Source: an optimization exercise on an open RTL-to-GDS flow (aim: small area, a short achievable clock period and few clock cycles). Production flows keep margins and buffers that such runs may drop.
Function was not checked in any run shown here: the RTL went through the layout flow alone.
Power and IR drop assume default switching activity.

==> flow/design.v, too long to show whole: its modules and the start of the top module <==
// module conv_loader: 15 lines
// module frame_ram: 20 lines
// module conv_fa: 11 lines
// module conv_ha: 10 lines
// module conv_engine: 2738 lines
// module conv2d_top: 170 lines
module conv2d_top
(
    input  logic        i_clk,
    input  logic        i_rst,
    input  logic [9:0]  i_pix,      
    input  logic [9:0]  i_wgt,      
    output logic [26:0] o_out,      
    output logic        o_busy
);
  // ...
==> flow/run.sh <==
#!/bin/bash
# synth_recipe.tcl (not shown) runs the flow's synth.tcl, then flattens the netlist and writes it again
# the make line also repeats each setting of config.mk as NAME=value (left out here)
make -C /OpenROAD-flow-scripts/flow DESIGN_CONFIG=/design/flow/config.mk WORK_HOME=/design/flow/orfs CLKGATE_MAP_FILE= SYNTH_SCRIPT=/design/flow/synth_recipe.tcl finish
==> flow/config.mk <==
export PLATFORM = sky130hd
export DESIGN_NAME = conv2d_top
export DESIGN_NICKNAME = conv2d_top
export VERILOG_FILES = /design/flow/design.v
export SDC_FILE = /design/flow/constraint.sdc
export NUM_CORES = 4
export LEC_CHECK = 0
export CAP_MARGIN = 20
export CORE_MARGIN = 2
export CORE_UTILIZATION = 60
export CTS_CLUSTER_DIAMETER = 90
export CTS_CLUSTER_SIZE = 26
export PLACE_DENSITY = 0.7
export SLEW_MARGIN = 20
export SYNTH_HIERARCHICAL = 1
export SYNTH_MINIMUM_KEEP_SIZE = 0
==> flow/constraint.sdc <==
create_clock -name core_clock -period 8.0 [get_ports {i_clk}]
set_input_delay 1.6000 -clock core_clock [delete_from_list [all_inputs] [get_ports {i_clk}]]
set_output_delay 1.6000 -clock core_clock [all_outputs]
set_load 0.01 [all_outputs]
==> impl_metrics.tcl, run 1 <==
set metrics [dict create \
    status "finished clean" \
    slew_violations 0 \
    num_antenna_cells 0 \
    power_clock_mw 1.45 \
    grt_first_pass_wirelength_um 109000 \
    grt_pass1_vias 17359 \
    n_all_inverters 28 \
    setup_slack_ns 4.36 \
    cp_max_fo 57 \
    place_congestion 0.921 \
    dp_slack_ns 3.98 \
    finalWorstPathRequiredPeriod_ns 3.64 \
    endpoint_kind "flop" \
    slew-limit-headroom_pct 41.1 \
    design_area_um2 29400 \
    leakage_nw 13.4 \
    highest_layer "met4" \
    drive_above_1_share_pct 3.42 \
    grt_max_degree 60 \
    multi_input_cells 1361 \
    wl_met3_um 5530 \
    rr_endpoint "u_engine.q4_s1538" \
    num_rows 78 \
    dpl.hpwl_um 58100 \
    netlist_instances 1907 \
    cp_slowest_cell "dfxtp_2" \
    antenna_found_initial 2 \
    routed_wl_um 73000 \
    drv_cap 0 \
    min_period_over_period_pct 45.4 \
    multi_input_area_um2 16100 \
]
==> run 2, diff against run 1 <==
--- a/flow/config.mk
+++ b/flow/config.mk
@@ -7,10 +7,9 @@
 export LEC_CHECK = 0
 export CAP_MARGIN = 20
 export CORE_MARGIN = 2
-export CORE_UTILIZATION = 60
+export CORE_UTILIZATION = 40
 export CTS_CLUSTER_DIAMETER = 90
 export CTS_CLUSTER_SIZE = 26
-export PLACE_DENSITY = 0.7
 export SLEW_MARGIN = 20
 export SYNTH_HIERARCHICAL = 1
 export SYNTH_MINIMUM_KEEP_SIZE = 0
==> run 2 against run 1 <==
Against the previous run:
- still clean
- wire length increased by 2.1%
- count of clock-buffer cells in the layout increased by 3
- sequential share of layout area decreased by 0.59 points
- critical path type unchanged
- critical endpoint unchanged
- largest power group unchanged
- highest routed layer unchanged
==> impl_metrics.tcl, run 2 <==
set metrics [dict create \
    swShare_pct 36.5 \
    cts_tree "yes" \
    utilization_pct 43.7 \
    grt_use_total_pct 21.3 \
    pwr-share-seq_pct 39.5 \
    vias 15716 \
    synth.avg_cell_area_um2 14.5 \
    worstMarginPinSlew_ns 0.908 \
    slowest_delay_ns 0.80 \
    cp_max_fo 57 \
    power.density_nw_per_um2 264 \
    routed_wl_um 74500 \
    fin_cells 2818 \
    slew_violations 0 \
    timing.fmax_ghz 0.270 \
    grt_max_degree 73 \
    finalHoldViolations 0 \
    cts_resized 0 \
    drv_cap 0 \
    layout.cells.most_common "fa_1" \
    drc 0 \
    ant_nets 0 \
    reg_top3 "u_ram.slot (144), u_loader.ker_q (72), out_data (20)" \
    power_frac_comb_pct 40.6 \
    fin_hold_ws_ns 0.334 \
    cts_hold_buf 0 \
    fill_cells 6114 \
    antenna_found_initial 2 \
    netlist_instances 1907 \
    postCtsSetupBuffers 0 \
    synth_warnings 14 \
    regMostFlops "u_ram.slot" \
    syn_nets 2507 \
    finalWorstPathRequiredPeriod_ns 3.70 \
    most-common-layout-cells "543 x fa_1, 451 x and3_1, 224 x edfxtp_1" \
    cts_buffers 26 \
    crit_chain "and2_1, nand2_1, fa_1, fa_1, fa_1, fa_1" \
    placed_cells 2770 \
    startpoint_type "flop" \
    clockBufferDepth 3 \
    internal-power_mw 5.02 \
    crit_family "adder cells" \
    leakage_nw 13.5 \
    num_antenna_cells 0 \
    fin_skew_ns 0.0248 \
    io_pins 50 \
    p_sw_mw 2.88 \
    hold_path_class "reg2reg" \
    min_period_over_period_pct 46.3 \
    initialDrtViolationCount 1706 \
    syn2layout_area_growth_pct 8.20 \
    finalNetCount 2516 \
    slew-limit-headroom_pct 39.4 \
    syn-cell-area_um2 27600 \
    routed_via_density 5.58 \
    rsz0062_at_grt "no" \
    design.die.area_um2 71200 \
    cts_sinks 444 \
    core-area_um2 68500 \
    crit_path_frequent_cell "fa_1" \
    critPathBufInv 0 \
    wl_per_cell_um 26.4 \
    overflow 0 \
    portBuffers 47 \
    initial_core_util_pct 40.4 \
    status "finished clean" \
    endpoint_kind "flop" \
    die_h_um 267 \
    clockPowerShare_pct 19.9 \
    insertion_delay_ns 0.60 \
    num_rows 96 \
    setup_viol 0 \
    htreeDepth 1 \
    critical_path_arrival_ns 4.15 \
    grt_pass1_vias 17245 \
    cp_slowest_cell "dfxtp_2" \
    drt_pass1_iterations 5 \
    die_w_um 267 \
    drive_above_1_share_pct 3.72 \
    fin_tns_setup_ns 0 \
    grt_first_pass_wirelength_um 111000 \
    vdd_ir_drop_max_mv 0.247 \
    largest_reg_flops 144 \
    crit_required_ns 8.45 \
    path_class "reg2reg" \
    dpl.hpwl_um 59900 \
    place_congestion 0.925 \
    clockRootBuffer "clkbuf_16" \
    clkTransAtPathRegs_ns 0.10 \
]
## run 2: path summary, 6_finish.rpt
| kind | end | startpoint | slack, ns | depth (start not counted) |
|---|---|---|---|---|
| worst max-delay path | u_engine.q4_s1538 | keep[8] | 4.30 | 6 |
| worst min register to register | u_engine.q8_q4_s1024 | u_engine.q4_s1024 | 0.33 | 0 |
| worst min-delay path | u_engine.q8_q4_s1024 | u_engine.q4_s1024 | 0.33 | 0 |
| worst max register to register | u_engine.q4_s1538 | keep[8] | 4.30 | 6 |
## run 2: worst register-to-register path: cells and delay by family (launching register included)
family                   cells  cell delay, ns
flip-flops                   1            0.80
adder cells (fa/ha/maj)      4            2.15
AND/OR/NAND/NOR              2            0.61
## run 2: metrics by stage
step	total power [mW]	cell area [µm²]	setup slack, ns
6_report	7.91	29900	4.30
5_1_grt	8.43	29900	4.14
4_1_cts	8.02	29900	3.87
3_5_place_dp	6.45	29000	3.89
3_3_place_gp	6.36	29000	4.06
2_1_floorplan	5.14	27600	3.59
## run 2: power by group through the flow
stage | registers (mW) | logic, mW | clock network [mW]
2_1_floorplan | 3.10 | 2.04 | 0
3_3_place_gp | 3.16 | 3.19 | 0
3_5_place_dp | 3.18 | 3.26 | 0
4_1_cts | 3.13 | 3.27 | 1.62
5_1_grt | 3.17 | 3.58 | 1.68
6_report | 3.12 | 3.21 | 1.57
## run 2: routing by layer
metal / track usage (%) / part of all wire [%] / wire, µm / up-vias
li1: - / - / - / 6533
met3: 2.44 / 5.6 / 4150 / 121
met2: 35.3 / 49 / 36500 / 646
met4: 10.5 / 6.0 / 4460 / 0
met5: 0 / 0 / 0 / -
met1: 28.1 / 39 / 29400 / 8416
## run 2: layout make-up
type / count / area [µm²] / area share, %
clock buffer: 36 / 731 / 2.44
clock inverter: 12 / 204 / 0.682
inverter: 28 / 108 / 0.360
multi-input combinational: 1361 / 16100 / 53.8
sequential: 444 / 11100 / 37.2
tap: 882 / 1100 / 3.69
timing repair buffer: 55 / 529 / 1.77

[what the ideal ports hide]
How much do the figures lean on ideal ports? The routed layouts below were timed once more, with nothing changed but the port constraints. Step 1 sets driving cells, clkbuf_16 on the clock port and buf_2 on the other inputs (assumed; they add their load-dependent delay and slew). Step 2, shift: input delay + t, output delay - t, t = (earliest + latest rising clock arrival at the registers) / 2. This alone moves slack from input paths to output paths. a / b / c = no drivers / after step 1 / after step 2; a / b = the first two.
run | t, ns | setup WS [ns] | worst setup path after step 2 | worst slew at a driven data input, ns | pins driven straight from the clock port
run 1 | 0.645 | 4.364 / 4.364 / 4.364 | register to register | 0.04 | 1
run 2 | 0.647 | 4.298 / 4.298 / 4.298 | register to register | 0.04 | 1
After both steps setup and hold are still met in every run listed.
